Source: an optimization exercise on an open RTL-to-GDS flow (aim: small area, a short achievable clock period and few clock cycles per item). Production flows keep margins and buffers that such runs may drop. At most, simulation tests tie the RTL to the original design; equivalence was not proved. No functional check of the RTL was part of run 6. Power and IR drop assume default switching activity.

<file path="config.mk">
export PLATFORM = sky130hd
export DESIGN_NAME = consistent_hash_ring_lookup
export DESIGN_NICKNAME = consistent_hash_ring_lookup
export VERILOG_FILES = /design/flow/design.v
export SDC_FILE = /design/flow/constraint.sdc
export NUM_CORES = 4
export LEC_CHECK = 0
export CAP_MARGIN = 20
export CORE_MARGIN = 2
export CORE_UTILIZATION = 60
export GPL_TIMING_DRIVEN = 1
export SETUP_SLACK_MARGIN = 2.9
export SLEW_MARGIN = 20
</file>
<file path="constraint.sdc">
create_clock -name core_clock -period 6.0 [get_ports {clk_i}]
set_input_delay 1.2000 -clock core_clock [delete_from_list [all_inputs] [get_ports {clk_i}]]
set_output_delay 1.2000 -clock core_clock [all_outputs]
set_load 0.01 [all_outputs]
</file>
<file path="design.v">
`default_nettype none
package chrl_pkg;
  localparam int unsigned MAX_NODES_DEF = 16;
  localparam int unsigned HASH_BITS_DEF = 64;
  localparam int unsigned TAG_BITS_DEF  = 8;
  localparam int unsigned IN_HASH_W = 64;
  localparam int unsigned IN_TAG_W  = 8;
  localparam int unsigned IN_DATA_W = IN_HASH_W + IN_TAG_W;
  localparam int unsigned IN_USER_W = 1;
  localparam int unsigned OUT_STATUS_W = 2;
  localparam int unsigned OUT_OWNER_W  = 8;
  localparam int unsigned OUT_COUNT_W  = 5;
  localparam int unsigned OUT_USED_W   = OUT_STATUS_W + OUT_OWNER_W + OUT_COUNT_W;
  localparam int unsigned OUT_DATA_W   = ((OUT_USED_W + 7) / 8) * 8;
  localparam int unsigned OUT_OWNER_LO = OUT_STATUS_W;
  localparam int unsigned OUT_COUNT_LO = OUT_STATUS_W + OUT_OWNER_W;
  localparam logic OP_JOIN   = 1'b0;
  localparam logic OP_LOOKUP = 1'b1;
  localparam logic [OUT_STATUS_W-1:0] STAT_OK    = 2'd0;
  localparam logic [OUT_STATUS_W-1:0] STAT_EMPTY = 2'd1;
  localparam logic [OUT_STATUS_W-1:0] STAT_FULL  = 2'd2;
  typedef enum logic [1:0] {
    ST_IDLE,
    ST_LOOK,
    ST_JOIN,
    ST_FIN
  } chrl_state_e;
endpackage
`default_nettype wire
`default_nettype none
module chrl_ram #(
  parameter int unsigned WIDTH = 8,
  parameter int unsigned DEPTH = 16
) (
  input  logic                   clk_i,
  input  logic                   we_i,
  input  logic [WIDTH-1:0]       wdata_i,
  output logic [DEPTH*WIDTH-1:0] data_o     
);
  logic [DEPTH*WIDTH-1:0] mem_q;
  always_ff @(posedge clk_i) begin
    mem_q <= {mem_q[(DEPTH-1)*WIDTH-1:0],
              we_i ? wdata_i : mem_q[(DEPTH-1)*WIDTH +: WIDTH]};
  end
  assign data_o = mem_q;
endmodule
`default_nettype wire
`default_nettype none
import chrl_pkg::*;
module consistent_hash_ring_lookup #(
  parameter int unsigned MAX_NODES = chrl_pkg::MAX_NODES_DEF,
  parameter int unsigned HASH_BITS = chrl_pkg::HASH_BITS_DEF,
  parameter int unsigned TAG_BITS  = chrl_pkg::TAG_BITS_DEF
) (
  input  logic                             clk_i,
  input  logic                             rst_ni,
  input  logic                             s_axis_tvalid,
  output logic                             s_axis_tready,
  input  logic [chrl_pkg::IN_DATA_W-1:0]   s_axis_tdata,
  input  logic [chrl_pkg::IN_USER_W-1:0]   s_axis_tuser,
  output logic                             m_axis_tvalid,
  input  logic                             m_axis_tready,
  output logic [chrl_pkg::OUT_DATA_W-1:0]  m_axis_tdata
);
  localparam int unsigned N      = MAX_NODES;
  localparam int unsigned CNT_W  = $clog2(MAX_NODES + 1);
  localparam int unsigned WORD_W = HASH_BITS + TAG_BITS;
  localparam int unsigned RES_W  = OUT_USED_W;
  localparam int unsigned OBUF   = 3;   
  localparam logic [CNT_W-1:0] CNT_MAX = CNT_W'(MAX_NODES);
  localparam int unsigned HALF_W = HASH_BITS / 2;
  function automatic logic [1:0] half_cmp(input logic [HALF_W-1:0] a, input logic [HALF_W-1:0] b);
    logic [HALF_W-1:0] g, p;
    g = a & ~b;
    p = a | ~b;
    for (int w = 1; w < HALF_W; w = w * 2) begin
      for (int k = 0; k + w < HALF_W; k = k + 2 * w) begin
        p[k] = g[k + w] | (p[k + w] & p[k]);
        g[k] = g[k + w] | (p[k + w] & g[k]);
      end
    end
    half_cmp = {g[0], p[0]};
  endfunction
  logic                 ready_q;
  logic                 in_accept;
  logic                 in_join;
  logic [HASH_BITS-1:0] in_hash;
  logic [TAG_BITS-1:0]  in_tag;
  assign s_axis_tready = ready_q;
  assign in_accept     = s_axis_tvalid && ready_q;
  assign in_join       = (s_axis_tuser[0] == OP_JOIN);
  assign in_hash       = s_axis_tdata[HASH_BITS-1:0];
  assign in_tag        = TAG_BITS'(s_axis_tdata[IN_HASH_W +: IN_TAG_W]);
  logic [N-1:0]         vld_q;       
  logic [CNT_W-1:0]     count_q;
  logic                 full;
  logic                 a_ins;       
  logic [N*WORD_W-1:0]  ram_data;
  logic [N-1:0]         ge;          
  assign full  = (count_q == CNT_MAX);
  assign a_ins = in_accept && in_join && !full;
  chrl_ram #(
    .WIDTH (WORD_W),
    .DEPTH (N)
  ) u_ram (
    .clk_i   (clk_i),
    .we_i    (a_ins),
    .wdata_i ({in_tag, in_hash}),
    .data_o  (ram_data)
  );
  always_comb begin
    for (int p = 0; p < N; p++) begin
      logic [1:0] hi, lo;
      hi = half_cmp(ram_data[p*WORD_W + HALF_W +: HALF_W], in_hash[HALF_W +: HALF_W]);
      lo = half_cmp(ram_data[p*WORD_W +: HALF_W], in_hash[0 +: HALF_W]);
      ge[p] = (hi[1] | (hi[0] & lo[0])) & vld_q[p];
    end
  end
  logic                 b_valid_q;
  logic                 b_join_q;
  logic                 b_ins_q;       
  logic [N-1:0]         b_ge_q;
  logic [TAG_BITS-1:0]  b_tag_q;
  always_ff @(posedge clk_i) begin
    b_join_q <= in_join;
    b_ins_q  <= a_ins;
    b_ge_q   <= ge;
    b_tag_q  <= in_tag;
  end
  logic [N-1:0]        prec_q [N];    
  logic [N-1:0]        prec_d [N];
  logic [TAG_BITS-1:0] head_tag_q;    
  logic [N-1:0]        bge;           
  logic [N-1:0]        gm;
  logic [N-1:0]        sel;
  logic [N-1:0]        vld_old;       
  logic                any_ge;
  logic                new_head;
  logic [TAG_BITS-1:0] owner;
  logic [OUT_STATUS_W-1:0] b_status;
  assign bge     = {b_ge_q[N-2:0], b_ge_q[N-1]};
  assign gm      = bge;
  assign any_ge  = |gm;
  assign vld_old = {vld_q[N-1:1], 1'b0};      
  always_comb begin
    for (int p = 0; p < N; p++) begin
      sel[p] = gm[p];
      for (int q = 0; q < N; q++) begin
        if (q < p) begin
          if (gm[q] && prec_q[q][p]) sel[p] = 1'b0;
        end else if (q > p) begin
          if (gm[q] && !prec_q[p][q]) sel[p] = 1'b0;
        end
      end
    end
  end
  always_comb begin
    owner = '0;
    for (int p = 0; p < N; p++) begin
      owner |= sel[p] ? ram_data[p*WORD_W + HASH_BITS +: TAG_BITS] : '0;
    end
    if (!any_ge) owner = head_tag_q;
  end
  assign new_head = &(bge | ~vld_old);
  always_comb begin
    for (int p = 0; p < N; p++) prec_d[p] = '0;
    for (int p = 0; p < N - 1; p++) begin
      for (int q = p + 1; q < N - 1; q++) begin
        prec_d[p+1][q+1] = prec_q[p][q];
      end
      prec_d[0][p+1] = !prec_q[p][N-1];
    end
    if (b_valid_q && b_ins_q) begin
      for (int q = 1; q < N - 1; q++) begin
        prec_d[1][q+1] = bge[q];
      end
      prec_d[0][1] = !bge[N-1];
    end
  end
  always_ff @(posedge clk_i) begin
    for (int p = 0; p < N; p++) begin
      for (int q = p + 1; q < N; q++) begin
        prec_q[p][q] <= prec_d[p][q];
      end
    end
    if (b_valid_q && b_ins_q && new_head) begin
      head_tag_q <= b_tag_q;
    end
  end
  always_comb begin
    if (b_join_q) b_status = b_ins_q ? STAT_OK : STAT_FULL;
    else          b_status = (count_q != '0) ? STAT_OK : STAT_EMPTY;
  end
  logic [RES_W-1:0] b_result;
  assign b_result = {OUT_COUNT_W'(count_q),
                     ((!b_join_q && (count_q != '0)) ? owner : TAG_BITS'(0)),
                     b_status};
  logic [RES_W-1:0] ob_data_q [OBUF];
  logic [OBUF-1:0]  ob_vld_q;         
  logic             ob_pop;
  logic [OBUF-1:0]  ob_vld_pop;       
  assign ob_pop     = ob_vld_q[0] && m_axis_tready;
  assign ob_vld_pop = ob_pop ? (ob_vld_q >> 1) : ob_vld_q;
  always_ff @(posedge clk_i) begin
    for (int i = 0; i < OBUF; i++) begin
      if (b_valid_q && !ob_vld_pop[i] && ((i == 0) ? 1'b1 : ob_vld_pop[i-1])) begin
        ob_data_q[i] <= b_result;
      end else if (ob_pop && (i < OBUF - 1)) begin
        ob_data_q[i] <= ob_data_q[(i < OBUF - 1) ? i + 1 : i];
      end
    end
  end
  logic [2:0] inflight_d;
  logic       room_d;
  logic [N-1:0] vld_d;
  logic [CNT_W-1:0] count_d;
  logic       go_d;
  always_comb begin
    inflight_d = 3'(in_accept) + 3'(b_valid_q) + 3'(ob_vld_pop[0]) + 3'(ob_vld_pop[1]) + 3'(ob_vld_pop[2]);
    room_d     = (inflight_d < 3'(OBUF));
    vld_d      = {vld_q[N-2:0], a_ins ? 1'b1 : vld_q[N-1]};
    count_d    = a_ins ? count_q + CNT_W'(1) : count_q;
    go_d       = (count_d == CNT_MAX) || !vld_d[N-1] ||
                 (s_axis_tvalid && !in_accept && (s_axis_tuser[0] == OP_LOOKUP));
  end
  always_ff @(posedge clk_i or negedge rst_ni) begin
    if (!rst_ni) begin
      b_valid_q <= 1'b0;
      ob_vld_q  <= '0;
      ready_q   <= 1'b0;
      vld_q     <= '0;
      count_q   <= '0;
    end else begin
      b_valid_q <= in_accept;
      ob_vld_q  <= b_valid_q ? {ob_vld_pop[OBUF-2:0], 1'b1} : ob_vld_pop;
      ready_q   <= room_d && go_d;
      vld_q     <= vld_d;
      count_q   <= count_d;
    end
  end
  assign m_axis_tvalid = ob_vld_q[0];
  assign m_axis_tdata  = OUT_DATA_W'(ob_data_q[0]);
endmodule
`default_nettype wire
</file>
<file path="flow/run.sh">
#!/bin/bash
# The standard layout with two changes:
#  - synthesis maps the logic with flow/abc_map.script (see flow/abc_override.tcl);
#    the synthesis script is otherwise the standard flow's synth_recipe.tcl, unchanged;
#  - the buffers on every input and output port are buf_4 cells instead of the
#    slow delay buffers buffer_ports picks by default.
# Each tool's output goes to a log here: synthesis and the rest of the flow
# write standard.log, and ORFS keeps its per-step logs under orfs/logs.
set -euo pipefail
here=$(pwd)
export FLOW_ABC_SCRIPT="$here/flow/abc_map.script"
export BUFFER_PORTS_ARGS="-buffer_cell sky130_fd_sc_hd__buf_4"
{ head -n 1 synth_recipe.tcl; cat flow/abc_override.tcl; tail -n +2 synth_recipe.tcl; } > my_synth.tcl
sed "s#SYNTH_SCRIPT=[^ ]*synth_recipe.tcl#SYNTH_SCRIPT=$here/my_synth.tcl#" standard.sh > my_standard.sh
grep -q "SYNTH_SCRIPT=$here/my_synth.tcl" my_standard.sh
bash my_standard.sh > standard.log 2>&1
</file>
<file path="flow/abc_map.script">
strash
ifraig
dch -f
map -D 1200
topo
buffer -c
upsize -c -D 1200
dnsize -c -D 1200
</file>
<file path="flow/abc_override.tcl">
# Map the logic with flow/abc_map.script instead of ORFS's abc_speed.script:
# ORFS hands abc a clock period it reads as 6 ps, and its script then builds
# the 64-bit comparators as long maj3 chains. abc_map.script maps with a
# real delay target and recovers area under it. Everything else about the
# synthesis (registers, flattening, names) is the standard flow's.
proc abc {args} {
  set out {}
  set skip 0
  foreach a $args {
    if {$skip == 1} { lappend out $::env(FLOW_ABC_SCRIPT); set skip 0; continue }
    if {$skip == 2} { set skip 0; continue }
    if {$a eq "-script"} { lappend out $a; set skip 1; continue }
    if {$a eq "-D"} { set skip 2; continue }
    lappend out $a
  }
  yosys abc {*}$out
}
</file>
<file path="standard.sh">
#!/bin/bash
# synth_recipe.tcl (not shown) runs the flow's synth.tcl, then flattens the netlist and writes it again
# the make line also repeats each setting of config.mk as NAME=value (left out here)
make -C /OpenROAD-flow-scripts/flow DESIGN_CONFIG=/design/flow/config.mk WORK_HOME=/design/flow/orfs CLKGATE_MAP_FILE= SYNTH_SCRIPT=/design/flow/synth_recipe.tcl "${@:-finish}"
</file>
==> results of run 1 <==
-- where the power goes --
group	total, mW	internal (mW)	leakage [nW]	switching (mW)
Clock	9.11	5.47	2.40	3.63
Sequential	13.3	11.5	11.6	1.80
Combinational	5.67	1.93	10.2	3.75
Total	28.1	18.9	24.1	9.18
-- kinds of logic (layout without fill, tap and decap cells) --
| kind of cell | Yosys count | in the layout | share of synthesized area [%] |
|---|---|---|---|
| flip-flops | 1377 | 1377 | 53.38 |
| adder cells (fa/ha/maj) | 5 | 5 | 0.1467 |
| other | 1 | 4 | 0.007091 |
| buffers and inverters | 983 | 1078 | 7.709 |
| AND/OR/NAND/NOR | 2019 | 2019 | 15.40 |
| XOR/XNOR | 4 | 4 | 0.06624 |
| AO/OA/AOI/OAI | 2000 | 2000 | 23.29 |
-- final cells by class --
type / count / area share [%]
Antenna cell: 3 / 0.01278
Clock buffer: 216 / 7.480
Clock inverter: 37 / 0.7987
Inverter: 721 / 4.698
Multi-Input combinational cell: 4029 / 35.10
Sequential cell: 1377 / 48.07
Tap cell: 1155 / 2.460
Timing Repair Buffer: 103 / 1.372
Timing Repair inverter: 1 / 0.008519
-- cell usage in the layout (no fill, tap or decap), types with 10 or more instances in the layout --
cell and count:
sky130_fd_sc_hd__inv_1 643, sky130_fd_sc_hd__o21ai_1 86, sky130_fd_sc_hd__o21bai_1 26, sky130_fd_sc_hd__nor3_1 134
sky130_fd_sc_hd__nand3_1 94, sky130_fd_sc_hd__a21boi_1 24, sky130_fd_sc_hd__a21oi_1 421, sky130_fd_sc_hd__o311ai_1 15
sky130_fd_sc_hd__dfxtp_1 1286, sky130_fd_sc_hd__o21ai_0 529, sky130_fd_sc_hd__or2_2 33, sky130_fd_sc_hd__a22oi_1 153
sky130_fd_sc_hd__a211oi_1 47, sky130_fd_sc_hd__dfxtp_2 12, sky130_fd_sc_hd__o21a_1 23, sky130_fd_sc_hd__o2111ai_1 17
sky130_fd_sc_hd__buf_4 101, sky130_fd_sc_hd__and2_1 11, sky130_fd_sc_hd__o31ai_1 114, sky130_fd_sc_hd__o22ai_1 213
sky130_fd_sc_hd__o211ai_1 29, sky130_fd_sc_hd__a31o_2 26, sky130_fd_sc_hd__clkbuf_1 29, sky130_fd_sc_hd__inv_2 56
sky130_fd_sc_hd__dfrtp_1 26, sky130_fd_sc_hd__clkinvlp_4 14, sky130_fd_sc_hd__edfxtp_1 53, sky130_fd_sc_hd__nand4_1 14
sky130_fd_sc_hd__bufinv_16 10, sky130_fd_sc_hd__a221oi_1 36, sky130_fd_sc_hd__nor2_1 672, sky130_fd_sc_hd__clkbuf_16 152
sky130_fd_sc_hd__a21o_1 21, sky130_fd_sc_hd__a21boi_0 20, sky130_fd_sc_hd__clkinv_2 19, sky130_fd_sc_hd__a31oi_1 121
sky130_fd_sc_hd__nand2_1 1022, sky130_fd_sc_hd__clkbuf_8 35
-- what timing repair did --
item | in CTS | in global routing
setup endpoints to repair | 24 | 49
gates cloned | 0 | 1
gates resized for setup | 11 | 30
-- through the flow --
step	cell area [um^2]	setup WS (ns)
3_5_place_dp	53730	1.856
2_1_floorplan	52880	2.939
3_3_place_gp	53730	1.794
5_1_grt	58750	2.744
6_report	58750	2.908
4_1_cts	58620	2.803
-- Yosys cell counts, drive strengths merged, types with 30 or more instances --
master and count:
a31o 30, edfxtp 53, a21boi 44, a211oi 51, o22ai 216, o21ai 617
inv 714, a221oi 42, a22oi 159, o31ai 115, o211ai 30, clkbuf 86
dfxtp 1298, nand2 1027, buf 176, or2 39, nor2 676, a31oi 121
nor3 136, nand3 96, a21oi 423
-- flip-flops by register name (all words and copies together) (netlist names) --
register     flops
ready_q          1
b_join_q         1
vld_q           16
prec_q         120
b_tag_q          8
b_valid_q        1
ob_data_q       45
count_q          5
b_ge_q          16
ob_vld_q         3
b_ins_q          1
u_ram.mem_q   1152
head_tag_q       8
-- critical path, delay by kind of cell --
kind | cells | cell delay, ns
buffers and inverters | 2 | 0.57
AOI/OAI and AO/OA | 6 | 1.77
and+or+nand+nor | 1 | 0.13
-- per-layer routing --
metal	up-vias	GRT usage (%)	wire [um]	share of wire [%]
met3	339	5.548	10410	7.0
met4	8	14.58	6379	4.3
met5	-	0	50	0.034
li1	21815	-	-	-
met2	1577	50.89	67040	45
met1	20950	43.25	64940	44
-- how the worst max path moves through the flow --
stage | start | depth (start not counted) | slack [ns] | end
finish | s_axis_tdata[54] | 9 | 2.91 | b_ge_q[2]$_DFF_P_
global route | s_axis_tdata[38] | 9 | 2.74 | b_ge_q[8]$_DFF_P_
CTS | s_axis_tdata[10] | 10 | 2.80 | b_ge_q[5]$_DFF_P_
detailed placement | s_axis_tdata[3] | 10 | 1.86 | b_ge_q[5]$_DFF_P_
global placement | s_axis_tdata[3] | 10 | 1.79 | b_ge_q[5]$_DFF_P_
floorplan | m_axis_tready | 11 | 2.94 | ready_q$_DFF_PN0_
==> results.yml, run 1 <==
outcome:
  outcome: "timing/DRC/antenna clean"
floorplanning:
  floorplan.die.width_um: 300.9
  floorplan.io_pins: 95
  start_util_pct: 60.77
  floorplan.die.height_um: 300.9
  fp.coreArea_mm2: 0.08702
  die_area_mm2: 0.09053
  placement_rows: 108
clock_tree:
  hold_buffers: 0
  clk_latency_ns: 0.75
  cts_max_level: 4
  cts-root-to-sink-buffers: 3
  clock_tree.root_cell: "sky130_fd_sc_hd__clkbuf_16"
  cts_tree: "built"
  clk_pin_slew_ns: 0.06
  post_cts.repair.setup_buffers: 0
  cts-buffers-inserted: 140
  clock_sinks: 1377
logic_synthesis:
  ys_dominant_reg_cell: "sky130_fd_sc_hd__dfxtp_1"
  synth-seq-area-share_pct: 53.38
  async_flop_share_pct: 1.888
  postSynthCellCount: 6389
  ys_top_cells_by_area: "sky130_fd_sc_hd__dfxtp_1 (49%), sky130_fd_sc_hd__nand2_1 (7.3%), sky130_fd_sc_hd__o21ai_0 (5.0%)"
  ys.warnings.count: 5
  yosys_register_bits: 1377
  synth.distinct_cells: 81
  synth_area_per_cell_um2: 8.277
  yosys.area.top_type: "sky130_fd_sc_hd__dfxtp_1"
  netlist.area_leader.share_pct: 49.14
  number_of_synthesized_flops_with_an_enable_pin: 53
  mappedNetlistArea_mm2: 0.05288
  syn_nets: 6471
global_routing:
  grt_pass1_wl_um: 225600
  grt-ovfl-total: 0
  grt_antenna_before_repair: 8
  pin_count_of_the_biggest_net_entering_global_routing: 83
  grt_use_total_pct: 32.18
  first_global_vias: 41176
place:
  gp_congestion: 0.9273
  dp.cells: 7384
  dpl.hpwl_um: 105900
  portBuffers: 93
setup_path:
  ff2ff_path_depth: 10
  timing.critical_path.required_ns: 6.60
  rr_startpoint: "b_ge_q[12]$_DFF_P_"
  worstSetupEndpointType: "register"
  critPathMaxFanout: 21
  crit_path_frequent_cell: "sky130_fd_sc_hd__o31ai_1"
  rrSetupSlack_ns: 2.98
  worst_ep_arrival_time_ns: 3.69
  rr_endpoint: "ob_data_q[0][8]$_DFFE_PP_"
  crit_chain: "buf_4, clkinvlp_4, o31ai_1, o31ai_1, a21oi_1, nor2_1, o21a_1, o21ai_1, a21boi_1"
  worst_path_max_delay_cell: "sky130_fd_sc_hd__o31ai_1"
  startpoint_type: "input port"
  crit_path_max_incr_delay_ns: 0.46
  worst-setup-path-type: "in2reg"
pwr:
  ir_drop_v: 0.0003902
  post-layout-total-power_mw: 28.10
  cellLeakagePower_nw: 24.14
  power-per-cell-area_mw_per_mm2: 478.3
sta:
  timing.clock.skew_ns: 0.01322
  tightest_slew_ns: 1.046
  worst_slew_margin_rel_pct: 29.55
  setup_viol_count_final: 0
  finalMaxSlewViolations: 0
  finalCriticalPeriod_ns: 3.092
  unrepaired_setup_endpoints_after_global_routing: "yes"
  maxClockFrequency_mhz: 323.4
  finalHoldViolCount: 0
  finalHoldWorstSlack_ns: 0.3413
  post-route-period-util_pct: 51.53
  finalSetupTns_ns: 0
final_layout:
  multi_input_comb_area_mm2: 0.02062
  syn_to_final_growth_pct: 11.09
  final-seq-area_mm2: 0.02824
  instances_no_fill: 7642
  layout.filler_cells: 7028
  finalNetCount: 6455
  postLayoutCoreUtil_pct: 67.51
  post_route_cells_drive_above_1_share_pct: 7.927
routing:
  post-route-drc-count: 0
  route.final.wire_length_um: 148800
  ant_nets: 0
  drt_pre_antenna_iters: 8
  routed_via_density: 5.848
  dr.first_iter.drc_count: 4690
  route.vias.total: 44689
  wl_per_cell_um: 19.47
min_path:
  whs_path_depth: 0
  worstHoldPathType: "reg2reg"
  hp-start: "u_ram.mem_q[292]$_DFF_P_"
  whs_endpoint: "u_ram.mem_q[364]$_DFF_P_"
job:
  cap_viol_max_count: 0
Testbench counts, summed over its fixed seeds: cycles 32,567, items 32,000.
==> run 2, diff against run 1 <==
--- a/config.mk
+++ b/config.mk
@@ -7,7 +7,6 @@
 export LEC_CHECK = 0
 export CAP_MARGIN = 20
 export CORE_MARGIN = 2
-export CORE_UTILIZATION = 60
-export GPL_TIMING_DRIVEN = 1
+export CORE_UTILIZATION = 50
 export SETUP_SLACK_MARGIN = 2.9
 export SLEW_MARGIN = 20
==> run 2 against run 1 <==
  * Routed wire length rose by 3.0%
  * Synthesized cell count did not move
  * Utilization fell by 11 points
  * Critical path depth rose by 2
  * Still clean on timing, DRC and antenna
  * Flip-flop and latch count did not move
  * Critical path type unchanged
  * Clock power fell by 0.8%
  * Worst hold slack improved by 0.0027 ns
  * Sequential power barely moved
  * Count of clock-buffer cells in the layout fell by 3
  * Largest power group unchanged
  * Final area rose by 0.49%
==> results.yml, run 2 <==
routing:
  route.vias.total: 44188
  routed_via_density: 5.603
  drt_pre_antenna_iters: 8
  route.final.wire_length_um: 153300
  ant_nets: 0
  post-route-drc-count: 0
  dr.first_iter.drc_count: 3898
  wl_per_cell_um: 19.44
floorplanning:
  fp.coreArea_mm2: 0.1051
  placement_rows: 119
  floorplan.die.height_um: 329.2
  start_util_pct: 50.31
  die_area_mm2: 0.1084
  floorplan.io_pins: 95
  floorplan.die.width_um: 329.2
job:
  cap_viol_max_count: 0
global_routing:
  grt_antenna_before_repair: 10
  grt-ovfl-total: 0
  grt_pass1_wl_um: 231500
  first_global_vias: 40747
  grt_use_total_pct: 27.68
  pin_count_of_the_biggest_net_entering_global_routing: 81
logic_synthesis:
  synth-xor-area-share_pct: 0.06625
  postSynthCellCount: 6389
  ys_top_cells_by_area: "sky130_fd_sc_hd__dfxtp_1 (49%), sky130_fd_sc_hd__nand2_1 (7.3%), sky130_fd_sc_hd__o21ai_0 (5.0%)"
  synth-compound-area-share_pct: 23.29
  synth.distinct_cells: 81
  mappedNetlistArea_mm2: 0.05288
  yosys.area.top_type: "sky130_fd_sc_hd__dfxtp_1"
  yosys_register_bits: 1377
  synth-seq-area-share_pct: 53.38
  yosysMostFrequentCell: "sky130_fd_sc_hd__dfxtp_1"
  async_flop_share_pct: 1.888
  yosys.area_share.adder_pct: 0.1467
  netlist.area_leader.share_pct: 49.14
  ys.warnings.count: 5
  synthSimpleGateAreaFrac_pct: 15.40
  number_of_synthesized_flops_with_an_enable_pin: 53
  synth_area_per_cell_um2: 8.277
  syn_nets: 6471
  synth.top_cells.by_count: "sky130_fd_sc_hd__dfxtp_1 (1298), sky130_fd_sc_hd__nand2_1 (1022), sky130_fd_sc_hd__nor2_1 (673)"
  ys_dominant_reg_cell: "sky130_fd_sc_hd__dfxtp_1"
  yosys-mux-area-fraction_pct: 0
  synth_top_family_by_area: "compound AO/OA/AOI/OAI gates"
setup_path:
  startpoint_type: "input port"
  ff2ff_path_depth: 8
  critPathMaxFanout: 29
  rr_startpoint: "b_ge_q[2]$_DFF_P_"
  rr_endpoint: "ob_data_q[0][6]$_DFFE_PP_"
  worst-setup-path-type: "in2reg"
  rrSetupSlack_ns: 2.98
  timing.critical_path.required_ns: 6.69
  worstSetupEndpointType: "register"
  worst_ep_arrival_time_ns: 3.80
pwr:
  cellLeakagePower_nw: 24.12
  power-per-cell-area_mw_per_mm2: 475.2
  ir_drop_v: 0.0002787
sta:
  maxClockFrequency_mhz: 321.3
  finalCriticalPeriod_ns: 3.112
  finalHoldViolCount: 0
  finalSetupTns_ns: 0
  unrepaired_setup_endpoints_after_global_routing: "yes"
  setup_viol_count_final: 0
  worst_slew_margin_rel_pct: 37.94
  finalMaxSlewViolations: 0
  timing.clock.skew_ns: 0.01715
  tightest_slew_ns: 0.9309
  post-route-period-util_pct: 51.87
final_layout:
  finalNetCount: 6464
  post_route_cells_drive_above_1_share_pct: 7.948
  mostFrequentLayoutCell: "sky130_fd_sc_hd__dfxtp_1"
  syn_to_final_growth_pct: 11.63
  reg.largest.list: "u_ram.mem_q (1152), prec_q (120), ob_data_q (45)"
  postLayoutCoreUtil_pct: 56.16
  mostFrequentLayoutCells: "sky130_fd_sc_hd__dfxtp_1 (1292), sky130_fd_sc_hd__nand2_1 (1022), sky130_fd_sc_hd__nor2_1 (672)"
  flip_flop_count_of_the_largest_register_after_layout: 1152
  biggest_register: "u_ram.mem_q"
clock_tree:
  post_cts.repair.setup_buffers: 0
  clk_pin_slew_ns: 0.06
  clock_tree.root_cell: "sky130_fd_sc_hd__clkbuf_16"
  clock_sinks: 1377
  cts-buffers-inserted: 145
  cts_max_level: 4
  hold_buffers: 0
  cts_tree: "built"
  clk_latency_ns: 0.77
  cts-root-to-sink-buffers: 3
place:
  dpl.hpwl_um: 111200
  portBuffers: 93
  gp_congestion: 0.9103
min_path:
  hp-start: "u_ram.mem_q[670]$_DFF_P_"
  whs_path_depth: 0
  worstHoldPathType: "reg2reg"
  whs_endpoint: "u_ram.mem_q[742]$_DFF_P_"
outcome:
  outcome: "timing/DRC/antenna clean"
[run 2: metal layers]
layer / wire (um) / up-vias / global-route usage [%] / share of wire, %
li1: - / 21820 / - / -
met1: 68540 / 20808 / 37.02 / 45
met2: 70810 / 1286 / 44.97 / 46
met3: 8467 / 272 / 3.987 / 5.5
met4: 5520 / 2 / 11.47 / 3.6
met5: 10 / - / 0 / 0.0065
[run 2: repair_timing]
item | 4_1_cts | 5_1_grt
cloned | 0 | 2
resized for setup | 15 | 37
setup endpoints to repair | 25 | 52
[run 2: kinds of logic (layout without fill, tap and decap cells)]
family,after synthesis,in the layout
other,1,5
buffers and inverters,983,1086
XOR/XNOR,4,4
adder cells (fa/ha/maj),5,5
AO/OA/AOI/OAI,2000,2000
AND/OR/NAND/NOR,2019,2019
flip-flops,1377,1377
[run 2: layout make-up]
class	instances	area [um^2]
tap	1391	1740
sequential	1377	28230
fill	9610	46080
timing repair buffer	106	799.5
clock inverter	44	639.4
clock buffer	213	4156
inverter	721	2771
antenna	4	10.01
multi-input combinational	4029	20670
timing repair inverter	2	10.01
[run 2: metrics by stage]
step	hold slack (ns)	instance area [um^2]	power [mW]	instances	worst slack, ns
final	0.3439	59030	28.05	7887	2.888
after detailed placement	0.3349	54060	18.97	7624	1.191
after floorplan	0.3308	52880	16.72	6389	2.939
after global routing	0.3494	59030	29.47	7887	2.782
after global placement	0.3317	54060	18.91	7624	1.190
after CTS	0.3391	58910	28.06	7881	2.767
[run 2: critical path: stages]
cell                       delay [ns]
sky130_fd_sc_hd__buf_4           0.15
sky130_fd_sc_hd__clkinv_2        0.27
sky130_fd_sc_hd__nand2_1         0.15
sky130_fd_sc_hd__nand3_1         0.09
sky130_fd_sc_hd__nand2_1         0.09
sky130_fd_sc_hd__o311ai_2        0.41
sky130_fd_sc_hd__a21oi_1         0.21
sky130_fd_sc_hd__o21ai_1         0.36
sky130_fd_sc_hd__a21boi_4        0.40
sky130_fd_sc_hd__o21ai_1         0.27
sky130_fd_sc_hd__a21boi_1        0.18
[run 2: how the worst max path moves through the flow]
| stage | startpoint | end | slack (ns) | cells past startpoint |
|---|---|---|---|---|
| finish | s_axis_tdata[55] | b_ge_q[3]$_DFF_P_ | 2.89 | 11 |
| global route | s_axis_tdata[55] | b_ge_q[3]$_DFF_P_ | 2.78 | 11 |
| CTS | s_axis_tdata[55] | b_ge_q[3]$_DFF_P_ | 2.77 | 11 |
| detailed placement | s_axis_tdata[52] | b_ge_q[3]$_DFF_P_ | 1.19 | 9 |
| global placement | s_axis_tdata[52] | b_ge_q[3]$_DFF_P_ | 1.19 | 9 |
| floorplan | m_axis_tready | ready_q$_DFF_PN0_ | 2.94 | 11 |
[run 2: where the power goes]
part / internal [mW] / leakage [nW] / total [mW] / switching [mW]
clock network: 5.28 / 2.36 / 9.04 / 3.76
logic: 1.94 / 10.2 / 5.66 / 3.73
registers: 11.5 / 11.6 / 13.3 / 1.82
==> run 3, diff against run 2 <==
--- a/design.v
+++ b/design.v
@@ -105,14 +105,14 @@
   ) u_ram (
     .clk_i   (clk_i),
     .we_i    (a_ins),
-    .wdata_i ({in_tag, in_hash}),
+    .wdata_i ({in_tag, ~in_hash}),    
     .data_o  (ram_data)
   );
   always_comb begin
     for (int p = 0; p < N; p++) begin
       logic [1:0] hi, lo;
-      hi = half_cmp(ram_data[p*WORD_W + HALF_W +: HALF_W], in_hash[HALF_W +: HALF_W]);
-      lo = half_cmp(ram_data[p*WORD_W +: HALF_W], in_hash[0 +: HALF_W]);
+      hi = half_cmp(~ram_data[p*WORD_W + HALF_W +: HALF_W], in_hash[HALF_W +: HALF_W]);
+      lo = half_cmp(~ram_data[p*WORD_W +: HALF_W], in_hash[0 +: HALF_W]);
       ge[p] = (hi[1] | (hi[0] & lo[0])) & vld_q[p];
     end
   end
==> flow/abc_map.script (replaced) <==
strash
ifraig
scorr
dc2
dch -f
map -D 1200
topo
buffer -c
upsize -c -D 1200
dnsize -c -D 1200
--- a/config.mk
+++ b/config.mk
@@ -8,5 +8,7 @@
 export CAP_MARGIN = 20
 export CORE_MARGIN = 2
 export CORE_UTILIZATION = 50
+export CTS_CLUSTER_DIAMETER = 120
+export CTS_CLUSTER_SIZE = 30
 export SETUP_SLACK_MARGIN = 2.9
 export SLEW_MARGIN = 20
==> run 3 against run 2 <==
  * Still clean on timing, DRC and antenna
  * Synthesized cell count decreased by 6.9%
  * Clock power fell by 52%
  * Routed wire length down 9.0%
  * Clock skew increased by 0.010 ns
  * Total power is 19% lower
  * Via count is 8.0% lower
  * Count of clock-buffer cells in the layout is 152 lower
  * Critical path depth is 1 lower
  * Final cell count fell by 8.5%
  * Largest cell class unchanged
  * Highest routed layer unchanged
==> results.yml, run 3 <==
logic_synthesis:
  synth_area_per_cell_um2: 8.522
  synth-seq-area-share_pct: 55.67
  syn_nets: 6032
  synth.top_cells.by_count: "sky130_fd_sc_hd__dfxtp_1 (1298), sky130_fd_sc_hd__nand2_1 (973), sky130_fd_sc_hd__nor2_1 (713)"
  ys_dominant_reg_cell: "sky130_fd_sc_hd__dfxtp_1"
  ys_top_cells_by_area: "sky130_fd_sc_hd__dfxtp_1 (51%), sky130_fd_sc_hd__nand2_1 (7.2%), sky130_fd_sc_hd__o21ai_0 (6.2%)"
  netlist.area_leader.share_pct: 51.24
  synth.distinct_cells: 68
  yosysMostFrequentCell: "sky130_fd_sc_hd__dfxtp_1"
  yosys_register_bits: 1377
  ys.warnings.count: 5
  async_flop_share_pct: 1.888
  yosys.area.top_type: "sky130_fd_sc_hd__dfxtp_1"
  postSynthCellCount: 5950
  mappedNetlistArea_mm2: 0.05071
  number_of_synthesized_flops_with_an_enable_pin: 53
routing:
  post-route-drc-count: 0
  drt_pre_antenna_iters: 6
  ant_nets: 0
  routed_via_density: 5.630
  wl_per_cell_um: 19.33
  route.vias.total: 40640
  route.final.wire_length_um: 139500
  dr.first_iter.drc_count: 3321
min_path:
  whs_endpoint: "u_ram.mem_q[879]$_DFF_P_"
  whs_path_depth: 0
  hp-start: "u_ram.mem_q[807]$_DFF_P_"
  worstHoldPathType: "reg2reg"
clock_tree:
  cts_max_level: 2
  clock_sinks: 1377
  cts-root-to-sink-buffers: 3
  clk_latency_ns: 0.72
  clk_pin_slew_ns: 0.12
  clock_tree.root_cell: "sky130_fd_sc_hd__clkbuf_16"
  cts-buffers-inserted: 51
  cts_tree: "built"
setup_path:
  critPathMaxFanout: 14
  rr_startpoint: "b_ge_q[8]$_DFF_P_"
  timing.critical_path.required_ns: 6.59
  ff2ff_path_depth: 10
  rr_endpoint: "ob_data_q[0][7]$_DFFE_PP_"
  worst-path-buf-inv: 1
  family_with_the_most_delay_on_the_worst_path: "simple AND/OR/NAND/NOR gates"
  worst-setup-path-type: "reg2reg"
  crit_path_frequent_cell: "sky130_fd_sc_hd__nand2_1"
  crit_path_max_incr_delay_ns: 0.59
  worst_path_max_delay_cell: "sky130_fd_sc_hd__nor2_2"
  startpoint_type: "register"
  rrSetupSlack_ns: 2.94
  crit_chain: "inv_2, o22ai_1, nor4_1, nand2_1, nor2_2, a22oi_1, o2111a_1, a41oi_2, nand2_1, nand2_1"
  worst_ep_arrival_time_ns: 3.65
  worstSetupEndpointType: "register"
floorplanning:
  die_area_mm2: 0.1040
  start_util_pct: 50.56
  floorplan.die.height_um: 322.5
  placement_rows: 116
  fp.coreArea_mm2: 0.1003
  floorplan.die.width_um: 322.5
  floorplan.io_pins: 95
final_layout:
  final_area_mm2: 0.05357
  mostFrequentLayoutCell: "sky130_fd_sc_hd__dfxtp_1"
  finalNetCount: 5928
  layout.filler_cells: 9411
  syn_to_final_growth_pct: 5.633
  postLayoutCoreUtil_pct: 53.41
  biggest_register: "u_ram.mem_q"
  final-seq-area_mm2: 0.02824
  mostFrequentLayoutCells: "sky130_fd_sc_hd__dfxtp_1 (1289), sky130_fd_sc_hd__nand2_1 (972), sky130_fd_sc_hd__nor2_1 (713)"
  reg.largest.list: "u_ram.mem_q (1152), prec_q (120), ob_data_q (45)"
  post_route_cells_drive_above_1_share_pct: 4.899
  flip_flop_count_of_the_largest_register_after_layout: 1152
  multi_input_comb_area_mm2: 0.01954
pwr:
  power-per-cell-area_mw_per_mm2: 425.2
  post-layout-total-power_mw: 22.78
  power.share.switching_pct: 34.61
  pwr-share-clk_pct: 19.2
  combinationalPowerShare_pct: 22.4
  ir_drop_v: 0.0002462
  cellLeakagePower_nw: 21.16
  p_int_mw: 14.89
  p_seq_share_pct: 58.4
  switchingPower_mw: 7.883
place:
  dpl.hpwl_um: 101200
  portBuffers: 93
  detailed_place.area_mm2: 0.05194
  gp_congestion: 0.9125
outcome:
  outcome: "timing/DRC/antenna clean"
global_routing:
  grt_pass1_wl_um: 212200
  first_global_vias: 37569
  grt_use_total_pct: 26.24
  grt-ovfl-total: 0
  pin_count_of_the_biggest_net_entering_global_routing: 84
  grt_antenna_before_repair: 4
sta:
  finalHoldViolCount: 0
  finalHoldWorstSlack_ns: 0.3392
  post-route-period-util_pct: 51.08
  tightest_slew_ns: 1.050
  maxClockFrequency_mhz: 326.3
  finalMaxSlewViolations: 0
  finalSetupTns_ns: 0
  finalCriticalPeriod_ns: 3.065
  worst_slew_margin_rel_pct: 30.01
  unrepaired_setup_endpoints_after_global_routing: "yes"
  timing.clock.skew_ns: 0.02743
  setup_viol_count_final: 0
job:
  cap_viol_max_count: 0
## run 3: changes by cell type after synthesis, moves of 26 or more
cell,change
sky130_fd_sc_hd__nand2_1,-49
sky130_fd_sc_hd__buf_2,-86
sky130_fd_sc_hd__nor3_1,-72
sky130_fd_sc_hd__o21ai_0,+96
sky130_fd_sc_hd__o21ai_1,-67
sky130_fd_sc_hd__inv_2,-43
sky130_fd_sc_hd__inv_1,-183
sky130_fd_sc_hd__a21oi_1,-97
sky130_fd_sc_hd__o211ai_1,+29
sky130_fd_sc_hd__o22ai_1,-55
sky130_fd_sc_hd__a31oi_1,+62
sky130_fd_sc_hd__clkbuf_1,+84
sky130_fd_sc_hd__a31o_2,-26
sky130_fd_sc_hd__nor2_1,+40
## run 3: worst max-delay path by stage
| stage | startpoint | to | slack [ns] | cells after the start |
|---|---|---|---|---|
| 3_3_place_gp | s_axis_tdata[1] | b_ge_q[0]$_DFF_P_ | 1.67 | 13 |
| 4_1_cts | b_ge_q[0]$_DFF_P_ | ob_data_q[0][9]$_DFFE_PP_ | 2.91 | 11 |
| 3_5_place_dp | s_axis_tdata[1] | b_ge_q[0]$_DFF_P_ | 1.67 | 13 |
| 2_1_floorplan | m_axis_tready | ready_q$_DFF_PN0_ | 2.92 | 10 |
| 5_1_grt | s_axis_tdata[3] | b_ge_q[3]$_DFF_P_ | 2.81 | 14 |
| 6_report | b_ge_q[8]$_DFF_P_ | ob_data_q[0][7]$_DFFE_PP_ | 2.94 | 10 |
## run 3: layout make-up
class,instances,area share [%]
inverter,496,3.541
antenna,4,0.01869
clock inverter,4,0.1074
timing repair inverter,1,0.009343
timing repair buffer,106,1.500
sequential,1377,52.72
tap,1357,3.170
clock buffer,61,2.453
multi-input combinational,3813,36.48
## run 3: worst reg2reg max path, stage by stage (launching register included)
cell and delay (ns):
sky130_fd_sc_hd__dfxtp_1 0.49, sky130_fd_sc_hd__inv_2 0.36, sky130_fd_sc_hd__o22ai_1 0.14, sky130_fd_sc_hd__nor4_1 0.38, sky130_fd_sc_hd__nand2_1 0.14, sky130_fd_sc_hd__nor2_2 0.59, sky130_fd_sc_hd__a22oi_1 0.20, sky130_fd_sc_hd__o2111a_1 0.17
sky130_fd_sc_hd__a41oi_2 0.31, sky130_fd_sc_hd__nand2_1 0.10, sky130_fd_sc_hd__nand2_1 0.08
## run 3: per-layer routing
layer  vias up  global-route usage (%)  wire (um)
met4         2                   10.17       5351
met2       978                   44.28      65590
met5         -                       0         13
li1      20229                       -          -
met1     19195                   34.71      62520
met3       236                   2.606       6080
## run 3: per-stage QoR
stage,setup WS [ns],std cells
after global routing,2.806,7217
after CTS,2.909,7213
after floorplan,2.915,5950
final,2.935,7219
after global placement,1.665,7143
after detailed placement,1.666,7143
## run 3: power groups by stage
stage               Clock, mW  Combinational, mW  Sequential [mW]
global route             4.80               5.68             13.6
finish                   4.38               5.10             13.3
global placement            0               4.92             13.4
detailed placement          0               5.01             13.4
CTS                      4.50               5.07             13.2
floorplan                   0               3.62             12.7
## run 3: repair_timing
item / CTS / global route
gates resized for setup: 23 / 26
buffers inserted: 5 / 1
endpoints found under the setup margin: 31 / 35
hold buffers: 0 / 0
pin swaps: 1 / 5
cloned: 0 / 1
## run 3: kinds of logic (layout without fill, tap and decap cells)
kind of cell / after synthesis / in the layout / synth area share [%]
simple gates: 1908 / 1908 / 14.86
compound gates: 1895 / 1895 / 23.14
flops: 1377 / 1377 / 55.67
buf+inv: 760 / 668 / 6.104
fa+ha+maj: 5 / 5 / 0.1530
xor+xnor: 4 / 4 / 0.06908
other cells: 1 / 5 / 0.007395
Testbench counts of run 3, summed over its fixed seeds: cycles 32,567, items 32,000.
==> run 4, diff against run 3 <==
--- a/config.mk
+++ b/config.mk
@@ -8,7 +8,5 @@
 export CAP_MARGIN = 20
 export CORE_MARGIN = 2
 export CORE_UTILIZATION = 50
-export CTS_CLUSTER_DIAMETER = 120
-export CTS_CLUSTER_SIZE = 30
 export SETUP_SLACK_MARGIN = 2.9
 export SLEW_MARGIN = 20
==> run 4 against run 3 <==
  * Largest cell class unchanged
  * Highest routed layer unchanged
  * Clock power up 110%
  * First-iteration DRC count up 4.2%
  * Worst setup slack worse by 0.011 ns
==> results.yml, run 4 <==
logic_synthesis:
  synth-seq-area-share_pct: 55.67
  ys_top_cells_by_area: "sky130_fd_sc_hd__dfxtp_1 (51%), sky130_fd_sc_hd__nand2_1 (7.2%), sky130_fd_sc_hd__o21ai_0 (6.2%)"
  number_of_synthesized_flops_with_an_enable_pin: 53
  yosys.area.top_type: "sky130_fd_sc_hd__dfxtp_1"
  synth_area_per_cell_um2: 8.522
  yosysMostFrequentCell: "sky130_fd_sc_hd__dfxtp_1"
  ys_dominant_reg_cell: "sky130_fd_sc_hd__dfxtp_1"
  netlist.area_leader.share_pct: 51.24
  synth.top_cells.by_count: "sky130_fd_sc_hd__dfxtp_1 (1298), sky130_fd_sc_hd__nand2_1 (973), sky130_fd_sc_hd__nor2_1 (713)"
  async_flop_share_pct: 1.888
  syn_nets: 6032
  postSynthCellCount: 5950
  yosys_register_bits: 1377
  ys.warnings.count: 5
  mappedNetlistArea_mm2: 0.05071
  synth.distinct_cells: 68
sta:
  setup_viol_count_final: 0
  post-route-period-util_pct: 51.27
  worst_slew_margin_rel_pct: 31.34
  unrepaired_setup_endpoints_after_global_routing: "yes"
  finalCriticalPeriod_ns: 3.076
  finalHoldViolCount: 0
  finalHoldWorstSlack_ns: 0.3368
  tightest_slew_ns: 1.030
  timing.clock.skew_ns: 0.02241
  maxClockFrequency_mhz: 325.1
  finalMaxSlewViolations: 0
  finalSetupTns_ns: 0
floorplanning:
  floorplan.io_pins: 95
  start_util_pct: 50.56
  die_area_mm2: 0.1040
  floorplan.die.height_um: 322.5
  floorplan.die.width_um: 322.5
  fp.coreArea_mm2: 0.1003
  placement_rows: 116
final_layout:
  mostFrequentLayoutCells: "sky130_fd_sc_hd__dfxtp_1 (1291), sky130_fd_sc_hd__nand2_1 (972), sky130_fd_sc_hd__nor2_1 (713)"
  syn_to_final_growth_pct: 12.52
  reg.largest.list: "u_ram.mem_q (1152), prec_q (120), ob_data_q (45)"
  post_route_cells_drive_above_1_share_pct: 7.566
  biggest_register: "u_ram.mem_q"
  flip_flop_count_of_the_largest_register_after_layout: 1152
  mostFrequentLayoutCell: "sky130_fd_sc_hd__dfxtp_1"
  postLayoutCoreUtil_pct: 56.89
  finalNetCount: 6020
pwr:
  power-per-cell-area_mw_per_mm2: 482.5
  p_seq_share_pct: 48.4
  ir_drop_v: 0.0002612
  p_int_mw: 18.73
  combinationalPowerShare_pct: 18.5
  switchingPower_mw: 8.802
  power.share.switching_pct: 31.97
  pwr-share-clk_pct: 33.0
  cellLeakagePower_nw: 22.90
min_path:
  whs_endpoint: "u_ram.mem_q[898]$_DFF_P_"
  worstHoldPathType: "reg2reg"
  hp-start: "u_ram.mem_q[826]$_DFF_P_"
  whs_path_depth: 0
place:
  gp_congestion: 0.9125
  portBuffers: 93
  dpl.hpwl_um: 101200
routing:
  drt_pre_antenna_iters: 8
  routed_via_density: 5.585
  dr.first_iter.drc_count: 3459
  wl_per_cell_um: 19.21
  route.vias.total: 41394
  post-route-drc-count: 0
  route.final.wire_length_um: 142300
  ant_nets: 0
setup_path:
  worst-path-buf-inv: 2
  family_with_the_most_delay_on_the_worst_path: "compound AO/OA/AOI/OAI gates"
  worst_path_max_delay_cell: "sky130_fd_sc_hd__a211oi_1"
  rr_endpoint: "ob_data_q[1][9]$_DFFE_PP_"
  rrSetupSlack_ns: 2.94
  timing.critical_path.required_ns: 6.60
  crit_path_max_incr_delay_ns: 0.55
  rr_startpoint: "b_ge_q[9]$_DFF_P_"
  worst_ep_arrival_time_ns: 3.68
  critPathMaxFanout: 17
  startpoint_type: "input port"
  worst-setup-path-type: "in2reg"
  ff2ff_path_depth: 10
  crit_chain: "buf_4, clkinvlp_4, nor2_1, a31oi_1, a32oi_1, a21boi_0, o21bai_1, a211oi_1, a21oi_1"
  worstSetupEndpointType: "register"
clock_tree:
  clk_pin_slew_ns: 0.06
  cts_tree: "built"
  hold_buffers: 0
  clock_tree.root_cell: "sky130_fd_sc_hd__clkbuf_16"
  clock_sinks: 1377
  clk_latency_ns: 0.75
  cts-root-to-sink-buffers: 3
  cts_max_level: 4
  cts-buffers-inserted: 143
global_routing:
  grt_use_total_pct: 26.89
  grt-ovfl-total: 0
  first_global_vias: 38774
  pin_count_of_the_biggest_net_entering_global_routing: 84
  grt_pass1_wl_um: 216500
  grt_antenna_before_repair: 4
job:
  cap_viol_max_count: 0
outcome:
  outcome: "timing/DRC/antenna clean"
-- run 4: changes by cell type in the layout (fill, tap and decap cells not counted), sizes merged --
cell      previous run  this run
clkbuf              61       207
clkinvlp            10        13
clkinv               7        34
bufinv               0        11
inv                484       492
diode                4         1
-- run 4: power groups by stage --
stage / registers, mW / clock network, mW / logic, mW
2_1_floorplan: 12.7 / 0 / 3.62
3_3_place_gp: 13.4 / 0 / 4.92
3_5_place_dp: 13.4 / 0 / 5.01
4_1_cts: 13.3 / 9.24 / 5.08
5_1_grt: 13.6 / 9.64 / 5.69
6_report: 13.3 / 9.09 / 5.10
-- run 4: cells by family after synthesis --
logic type / count (synthesis) / synth area share (%)
adder cells (fa/ha/maj): 5 / 0.1530
AO/OA/AOI/OAI: 1895 / 23.14
other: 1 / 0.007395
buffers and inverters: 760 / 6.104
AND/OR/NAND/NOR: 1908 / 14.86
flip-flops: 1377 / 55.67
XOR/XNOR: 4 / 0.06908
-- run 4: stage by stage --
stage	area [um^2]	worst slack [ns]	cells	power [mW]
after floorplan	50710	2.915	5950	16.35
after global placement	51940	1.665	7143	18.35
after detailed placement	51940	1.666	7143	18.41
after CTS	56940	2.867	7408	27.59
after global routing	57060	2.841	7411	28.91
final	57060	2.924	7411	27.53
-- run 4: layout make-up --
| class | count | area (um^2) |
|---|---|---|
| fillers | 9094 | 43230 |
| flip-flops and latches | 1377 | 28240 |
| multi-input cells | 3813 | 19540 |
| clock buffers | 207 | 4228 |
| inverters | 496 | 1897 |
| well taps | 1357 | 1698 |
| repair buffers | 106 | 807.0 |
| clock inverters | 53 | 650.6 |
| repair inverters | 1 | 5.005 |
| diodes | 1 | 2.502 |
-- run 4: layer usage --
metal | up-vias | routed length (um) | global-route usage (%)
met4 | 6 | 5582 | 11.08
met3 | 298 | 7298 | 4.150
met1 | 19421 | 62760 | 34.70
li1 | 20545 | - | -
met5 | - | 43 | 0
met2 | 1124 | 66660 | 44.97
-- run 4: what timing repair did --
| action | 4_1_cts | 5_1_grt |
|---|---|---|
| setup buffers | 5 | 1 |
| endpoints found under the hold margin | 0 | 0 |
| setup endpoints to repair | 31 | 35 |
| pin swaps | 1 | 4 |
| cloned | 0 | 1 |
| resized for setup | 22 | 25 |
-- run 4: worst max-delay path by stage --
stage          cells past startpoint                        end              start
2_1_floorplan                     10          ready_q$_DFF_PN0_      m_axis_tready
3_3_place_gp                      13          b_ge_q[0]$_DFF_P_    s_axis_tdata[1]
3_5_place_dp                      13          b_ge_q[0]$_DFF_P_    s_axis_tdata[1]
4_1_cts                           11  ob_data_q[1][9]$_DFFE_PP_  b_ge_q[0]$_DFF_P_
5_1_grt                           14          b_ge_q[3]$_DFF_P_    s_axis_tdata[3]
6_report                           9          b_ge_q[3]$_DFF_P_   s_axis_tdata[39]
==> run 5, diff against run 4 <==
==> flow/abc_map.script (replaced) <==
strash
ifraig
scorr
dc2
dch -f
map -D 1200
topo
--- a/config.mk
+++ b/config.mk
@@ -8,5 +8,7 @@
 export CAP_MARGIN = 20
 export CORE_MARGIN = 2
 export CORE_UTILIZATION = 50
+export CTS_CLUSTER_DIAMETER = 110
+export CTS_CLUSTER_SIZE = 26
 export SETUP_SLACK_MARGIN = 2.9
 export SLEW_MARGIN = 20
==> run 5 against run 4 <==
  * Sequential share of layout area is 3.1 points higher
  * Critical path type unchanged
  * Critical path depth up 5
  * Synthesized area shrank 2.7%
  * Highest routed layer unchanged
==> results.yml, run 5 <==
final_layout:
  finalNetCount: 5935
  syn_to_final_growth_pct: 8.773
  biggest_register: "u_ram.mem_q"
  mostFrequentLayoutCells: "sky130_fd_sc_hd__dfxtp_1 (1291), sky130_fd_sc_hd__nand2_1 (969), sky130_fd_sc_hd__nor2_1 (712)"
  mostFrequentLayoutCell: "sky130_fd_sc_hd__dfxtp_1"
  post_route_cells_drive_above_1_share_pct: 5.437
  flip_flop_count_of_the_largest_register_after_layout: 1152
  layout.filler_cells: 9028
  reg.largest.list: "u_ram.mem_q (1152), prec_q (120), ob_data_q (45)"
  postLayoutCoreUtil_pct: 54.70
setup_path:
  worst_ep_arrival_time_ns: 3.70
  family_with_the_most_delay_on_the_worst_path: "compound AO/OA/AOI/OAI gates"
  crit_chain: "buf_6, a22oi_1, nand2_1, o221ai_1, nand2_1, o221ai_1, a21oi_1, a211oi_1, o21ai_0, a21oi_1, o21bai_1, a31oi_2, o21bai_2, a21boi_0"
  worst-path-buf-inv: 1
  rrSetupSlack_ns: 3.01
  startpoint_type: "input port"
  worstSetupEndpointType: "register"
  timing.critical_path.required_ns: 6.59
  worst_path_max_delay_cell: "sky130_fd_sc_hd__o21ai_0"
  crit_path_max_incr_delay_ns: 0.33
  worst-setup-path-type: "in2reg"
  rr_endpoint: "ob_data_q[0][6]$_DFFE_PP_"
  rr_startpoint: "b_ge_q[3]$_DFF_P_"
  critPathMaxFanout: 33
  ff2ff_path_depth: 12
floorplanning:
  placement_rows: 115
  start_util_pct: 50.29
  die_area_mm2: 0.1012
  floorplan.die.width_um: 318.2
  fp.coreArea_mm2: 0.09813
  floorplan.io_pins: 95
  floorplan.die.height_um: 318.2
job:
  cap_viol_max_count: 0
global_routing:
  grt_antenna_before_repair: 6
  grt-ovfl-total: 0
  pin_count_of_the_biggest_net_entering_global_routing: 91
  grt_pass1_wl_um: 209700
  grt_use_total_pct: 26.15
  first_global_vias: 37587
logic_synthesis:
  yosys.area_share.adder_pct: 0.1572
  postSynthCellCount: 5687
  mappedNetlistArea_mm2: 0.04935
  netlist.area_leader.share_pct: 52.66
  yosys_register_bits: 1377
  synth-xor-area-share_pct: 0.07099
  ys.warnings.count: 5
  synth.top_cells.by_count: "sky130_fd_sc_hd__dfxtp_1 (1298), sky130_fd_sc_hd__nand2_1 (973), sky130_fd_sc_hd__nor2_1 (714)"
  synthSimpleGateAreaFrac_pct: 15.25
  synth_top_family_by_area: "compound AO/OA/AOI/OAI gates"
  ys_top_cells_by_area: "sky130_fd_sc_hd__dfxtp_1 (53%), sky130_fd_sc_hd__nand2_1 (7.4%), sky130_fd_sc_hd__o21ai_0 (6.5%)"
  synth-seq-area-share_pct: 57.20
  yosys-mux-area-fraction_pct: 0
  yosysMostFrequentCell: "sky130_fd_sc_hd__dfxtp_1"
  ys_dominant_reg_cell: "sky130_fd_sc_hd__dfxtp_1"
  synth_area_per_cell_um2: 8.677
  syn_nets: 5769
  number_of_synthesized_flops_with_an_enable_pin: 53
  async_flop_share_pct: 1.888
  synth.distinct_cells: 48
  yosys.area.top_type: "sky130_fd_sc_hd__dfxtp_1"
  synth-compound-area-share_pct: 23.52
clock_tree:
  cts-root-to-sink-buffers: 3
  cts-buffers-inserted: 58
  cts_max_level: 2
  cts_tree: "built"
  clk_pin_slew_ns: 0.10
  clk_latency_ns: 0.71
  clock_sinks: 1377
  clock_tree.root_cell: "sky130_fd_sc_hd__clkbuf_16"
sta:
  timing.clock.skew_ns: 0.02716
  finalSetupTns_ns: 0
  finalMaxSlewViolations: 0
  maxClockFrequency_mhz: 320.7
  setup_viol_count_final: 0
  unrepaired_setup_endpoints_after_global_routing: "no"
  worst_slew_margin_rel_pct: 35.00
  tightest_slew_ns: 0.9750
  finalCriticalPeriod_ns: 3.118
  finalHoldViolCount: 0
  post-route-period-util_pct: 51.96
routing:
  met1_length_um: 62700
  dr.first_iter.drc_count: 3454
  met2_wire_length_um: 62610
  drt_pre_antenna_iters: 6
  wl_per_cell_um: 19.01
  ant_nets: 0
  routed_via_density: 5.686
  route.final.wire_length_um: 136100
  met3_wirelength_um: 6843
  routed.top_layer: "met5"
  post-route-drc-count: 0
  route.vias.total: 40696
pwr:
  p_int_mw: 15.09
  pwr-share-clk_pct: 20.0
  cellLeakagePower_nw: 20.13
  combinationalPowerShare_pct: 22.3
  p_seq_share_pct: 57.7
  ir_drop_v: 0.0002738
  switchingPower_mw: 7.917
  power-per-cell-area_mw_per_mm2: 428.7
  power.share.switching_pct: 34.41
outcome:
  outcome: "timing/DRC/antenna clean"
min_path:
  whs_endpoint: "u_ram.mem_q[309]$_DFF_P_"
  hp-start: "u_ram.mem_q[237]$_DFF_P_"
  worstHoldPathType: "reg2reg"
  whs_path_depth: 0
place:
  dpl.hpwl_um: 97850
  portBuffers: 93
  gp_congestion: 0.9097
run 5: logic make-up after synthesis:
| logic type | Yosys count |
|---|---|
| buf+inv | 497 |
| simple gates | 1908 |
| other cells | 1 |
| flops | 1377 |
| compound gates | 1895 |
| xor+xnor | 4 |
| fa+ha+maj | 5 |
run 5: power groups by stage:
| stage | Combinational [mW] | Clock, mW | Sequential, mW |
|---|---|---|---|
| 6_report | 5.13 | 4.61 | 13.3 |
| 4_1_cts | 5.06 | 4.73 | 13.2 |
| 5_1_grt | 5.74 | 5.02 | 13.5 |
| 3_3_place_gp | 4.91 | 0 | 13.4 |
| 3_5_place_dp | 4.99 | 0 | 13.4 |
| 2_1_floorplan | 3.35 | 0 | 12.8 |
run 5: area by class of cell:
class,count,area [um^2],share of cell area [%]
Sequential cell,1377,28240,52.61
Antenna cell,3,7.507,0.01399
Multi-Input combinational cell,3813,19500,36.32
Inverter,496,1957,3.646
Clock buffer,71,1500,2.795
Clock inverter,3,33.78,0.06294
Tap cell,1287,1610,3.000
Timing Repair Buffer,107,830.8,1.548
run 5: routing by layer:
| layer | global-route usage, % | vias up |
|---|---|---|
| li1 | - | 20350 |
| met3 | 3.027 | 197 |
| met1 | 35.93 | 19149 |
| met4 | 8.046 | 4 |
| met5 | 0 | - |
| met2 | 43.24 | 996 |
run 5: per-stage QoR:
stage / worst slack, ns / hold slack, ns / power, mW / cells / instance area [um^2]
CTS: 2.851 / 0.3422 / 23.00 / 7151 / 53460
detailed placement: 1.599 / 0.3368 / 18.37 / 7077 / 51810
global placement: 1.617 / 0.3320 / 18.31 / 7077 / 51810
global route: 2.886 / 0.3588 / 24.29 / 7156 / 53670
finish: 2.882 / 0.3447 / 23.01 / 7157 / 53680
floorplan: 2.871 / 0.3262 / 16.14 / 5687 / 49390
run 5: repair_timing:
action                                 in CTS  in global routing
resized for setup                          50                 46
cloned                                      0                  0
endpoints found under the hold margin       0                  0
hold buffers                                0                  0
buffers inserted                            0                  3
pin swaps                                   5                  6
setup endpoints to repair                  37                 54
run 5: worst max-delay path by stage:
stage	startpoint	endpoint	slack [ns]	cells after the start
4_1_cts	s_axis_tdata[1]	b_ge_q[2]$_DFF_P_	2.85	12
5_1_grt	s_axis_tdata[9]	b_ge_q[2]$_DFF_P_	2.89	12
6_report	s_axis_tdata[2]	b_ge_q[5]$_DFF_P_	2.88	14
3_3_place_gp	s_axis_tdata[1]	b_ge_q[2]$_DFF_P_	1.62	12
2_1_floorplan	m_axis_tready	ready_q$_DFF_PN0_	2.87	10
3_5_place_dp	s_axis_tdata[2]	b_ge_q[2]$_DFF_P_	1.60	12
==> run 6, diff against run 5 <==
--- a/design.v
+++ b/design.v
@@ -81,13 +81,14 @@
     end
     half_cmp = {g[0], p[0]};
   endfunction
-  logic                 ready_q;
+  logic                 room_q;      
+  logic                 join_ok_q;   
   logic                 in_accept;
   logic                 in_join;
   logic [HASH_BITS-1:0] in_hash;
   logic [TAG_BITS-1:0]  in_tag;
-  assign s_axis_tready = ready_q;
-  assign in_accept     = s_axis_tvalid && ready_q;
+  assign s_axis_tready = room_q && (join_ok_q || (s_axis_tuser[0] == OP_LOOKUP));
+  assign in_accept     = s_axis_tvalid && s_axis_tready;
   assign in_join       = (s_axis_tuser[0] == OP_JOIN);
   assign in_hash       = s_axis_tdata[HASH_BITS-1:0];
   assign in_tag        = TAG_BITS'(s_axis_tdata[IN_HASH_W +: IN_TAG_W]);
@@ -214,26 +215,25 @@
   logic       room_d;
   logic [N-1:0] vld_d;
   logic [CNT_W-1:0] count_d;
-  logic       go_d;
   always_comb begin
     inflight_d = 3'(in_accept) + 3'(b_valid_q) + 3'(ob_vld_pop[0]) + 3'(ob_vld_pop[1]) + 3'(ob_vld_pop[2]);
     room_d     = (inflight_d < 3'(OBUF));
     vld_d      = {vld_q[N-2:0], a_ins ? 1'b1 : vld_q[N-1]};
     count_d    = a_ins ? count_q + CNT_W'(1) : count_q;
-    go_d       = (count_d == CNT_MAX) || !vld_d[N-1] ||
-                 (s_axis_tvalid && !in_accept && (s_axis_tuser[0] == OP_LOOKUP));
   end
   always_ff @(posedge clk_i or negedge rst_ni) begin
     if (!rst_ni) begin
       b_valid_q <= 1'b0;
       ob_vld_q  <= '0;
-      ready_q   <= 1'b0;
+      room_q    <= 1'b0;
+      join_ok_q <= 1'b0;
       vld_q     <= '0;
       count_q   <= '0;
     end else begin
       b_valid_q <= in_accept;
       ob_vld_q  <= b_valid_q ? {ob_vld_pop[OBUF-2:0], 1'b1} : ob_vld_pop;
-      ready_q   <= room_d && go_d;
+      room_q    <= room_d;
+      join_ok_q <= (count_d == CNT_MAX) || !vld_d[N-1];
       vld_q     <= vld_d;
       count_q   <= count_d;
     end
==> flow/abc_map.script (replaced) <==
strash
ifraig
scorr
dc2
dch -f
map -D 1200
topo
buffer -c
upsize -c -D 1200
dnsize -c -D 1200
--- a/config.mk
+++ b/config.mk
@@ -8,7 +8,7 @@
 export CAP_MARGIN = 20
 export CORE_MARGIN = 2
 export CORE_UTILIZATION = 50
-export CTS_CLUSTER_DIAMETER = 110
-export CTS_CLUSTER_SIZE = 26
+export CTS_CLUSTER_DIAMETER = 120
+export CTS_CLUSTER_SIZE = 30
 export SETUP_SLACK_MARGIN = 2.9
 export SLEW_MARGIN = 20
==> run 6 against run 5 <==
  * Maximum frequency about the same
  * Critical endpoint is now b_ge_q[9]$_DFF_P_
  * Worst hold slack worse by 0.00062 ns
  * Combinational power fell by 2%
  * Final area grew 0.24%
==> results.yml, run 6 <==
pwr:
  p_int_mw: 14.85
  pwr-share-clk_pct: 19.3
  ir_drop_v: 0.0002314
  combinationalPowerShare_pct: 22.2
  power-per-cell-area_mw_per_mm2: 420.0
setup_path:
  worstSetupEndpointType: "register"
  rr_startpoint: "b_ge_q[9]$_DFF_P_"
  crit_chain: "buf_4, clkinvlp_4, o31ai_1, o21ai_0, a2111oi_2, o21ai_0, o21ai_1, o21bai_2, a21boi_1"
  worst-path-buf-inv: 2
  crit_path_max_incr_delay_ns: 0.52
  worst_path_max_delay_cell: "sky130_fd_sc_hd__a2111oi_2"
  worst_ep_arrival_time_ns: 3.69
logic_synthesis:
  number_of_synthesized_flops_with_an_enable_pin: 53
  mappedNetlistArea_mm2: 0.05050
  syn_nets: 6007
  ys.warnings.count: 5
  yosys_register_bits: 1378
  ys_dominant_reg_cell: "sky130_fd_sc_hd__dfxtp_1"
  postSynthCellCount: 5925
  synth.distinct_cells: 72
  netlist.area_leader.share_pct: 51.46
sta:
  worst_slew_margin_rel_pct: 33.34
  finalHoldWorstSlack_ns: 0.3441
  finalHoldViolCount: 0
  setup_viol_count_final: 0
final_layout:
  biggest_register: "u_ram.mem_q"
  final_area_mm2: 0.05381
  post_route_cells_drive_above_1_share_pct: 5.569
  flip_flop_count_of_the_largest_register_after_layout: 1152
  finalNetCount: 5925
  syn_to_final_growth_pct: 6.546
place:
  portBuffers: 93
  dp_slack_ns: 1.714
  dp.cells: 7055
global_routing:
  pin_count_of_the_biggest_net_entering_global_routing: 66
  first_global_vias: 36867
  grt-ovfl-total: 0
clock_tree:
  clk_pin_slew_ns: 0.11
  cts_max_level: 2
  cts-root-to-sink-buffers: 3
  cts_tree: "built"
floorplanning:
  die_area_mm2: 0.1036
  floorplan.io_pins: 95
  start_util_pct: 50.43
min_path:
  worstHoldPathType: "reg2reg"
  hp-start: "u_ram.mem_q[397]$_DFF_P_"
routing:
  routed_via_density: 5.731
  drt_pre_antenna_iters: 6
outcome:
  outcome: "timing/DRC/antenna clean"
-- run 6: cell count changes after synthesis, moves of 18 or more --
cell                       previous run  this run
sky130_fd_sc_hd__a21oi_1            325       302
sky130_fd_sc_hd__a22o_1               0        23
sky130_fd_sc_hd__a22o_2              18         0
sky130_fd_sc_hd__buf_1                0        25
sky130_fd_sc_hd__buf_2                0        42
sky130_fd_sc_hd__clkbuf_1             0       187
sky130_fd_sc_hd__clkinv_1           496         4
sky130_fd_sc_hd__inv_1                0       454
sky130_fd_sc_hd__nand2_1            973       995
sky130_fd_sc_hd__o21ai_0            644       618
-- run 6: path summary, 6_finish.rpt --
kind | endpoint | depth (start not counted) | slack (ns)
worst max register to register | ob_data_q[0][6]$_DFFE_PP_ | 11 | 2.95
max in group asynchronous | vld_q[1]$_DFF_PN0_ | 1 | 5.27
min in group asynchronous | join_ok_q$_DFF_PN0_ | 1 | 0.41
worst min register to register | u_ram.mem_q[469]$_DFF_P_ | 0 | 0.34
worst min-delay path | u_ram.mem_q[469]$_DFF_P_ | 0 | 0.34
worst max-delay path | b_ge_q[9]$_DFF_P_ | 9 | 2.88
-- run 6: logic make-up after synthesis --
logic type	Yosys count	synth area share, %
flops	1378	55.95
xor+xnor	4	0.06937
simple gates	1906	14.93
buf+inv	743	5.788
compound gates	1888	23.10
fa+ha+maj	5	0.1536
other cells	1	0.007426
-- run 6: area by class of cell --
cell class | count | area [um^2] | area share [%]
repair buffers | 132 | 1109 | 2.060
repair inverters | 1 | 5.005 | 0.009302
clock buffers | 62 | 1349 | 2.507
clock inverters | 2 | 25.02 | 0.04651
inverters | 475 | 1826 | 3.393
well taps | 1298 | 1624 | 3.018
diodes | 2 | 5.005 | 0.009302
flip-flops and latches | 1378 | 28260 | 52.53
multi-input cells | 3804 | 19600 | 36.43
-- run 6: repair_timing --
item | in CTS | in global routing
resized for setup | 30 | 57
endpoints found under the setup margin | 14 | 28
buffers inserted | 4 | 26
pin swaps | 12 | 22
gates cloned | 2 | 1
-- run 6: per-layer routing --
| metal | vias to the layer above | routed length, um | track usage (%) |
|---|---|---|---|
| met5 | - | 29 | 0 |
| met4 | 4 | 4014 | 8.193 |
| met3 | 187 | 7401 | 2.999 |
| met2 | 1111 | 65150 | 43.39 |
| met1 | 19464 | 63920 | 36.72 |
| li1 | 20230 | - | - |
-- run 6: stage by stage --
| step | util [%] | power, mW |
|---|---|---|
| CTS | 53.29 | 22.53 |
| detailed placement | 51.68 | 18.17 |
| global placement | 51.68 | 18.13 |
| floorplan | - | 16.15 |
| global route | 53.72 | 23.86 |
| finish | 53.73 | 22.60 |
-- run 6: power groups by stage --
stage | clock network, mW | registers [mW] | logic [mW]
2_1_floorplan | 0 | 12.7 | 3.49
3_3_place_gp | 0 | 13.4 | 4.78
4_1_cts | 4.47 | 13.2 | 4.89
3_5_place_dp | 0 | 13.3 | 4.83
5_1_grt | 4.80 | 13.5 | 5.59
6_report | 4.36 | 13.2 | 5.01

static timing again, ports no longer ideal:
No port has a modelled driver above. Below, the same layouts with a new extraction and two added sets of constraints. Step 1 assumes that a clkbuf_16 drives the clock port and a buf_2 every other input. Step 2, shift: input delay + t, output delay - t, t = (earliest + latest rising clock arrival at the registers) / 2. This alone moves slack from input paths to output paths. a / b / c = no drivers / after step 1 / after step 2; a / b = the first two.
run | shift t [ns] | slack for setup (ns)
run 1 | 0.809 | 2.908 / 2.865 / 2.056
run 2 | 0.832 | 2.888 / 2.877 / 2.045
run 3 | 0.770 | 2.935 / 2.935 / 2.218
run 4 | 0.806 | 2.924 / 2.945 / 2.156
run 5 | 0.766 | 2.882 / 2.912 / 2.145
run 6 | 0.754 | 2.879 / 2.880 / 2.126
After both steps every run listed still meets setup and hold.
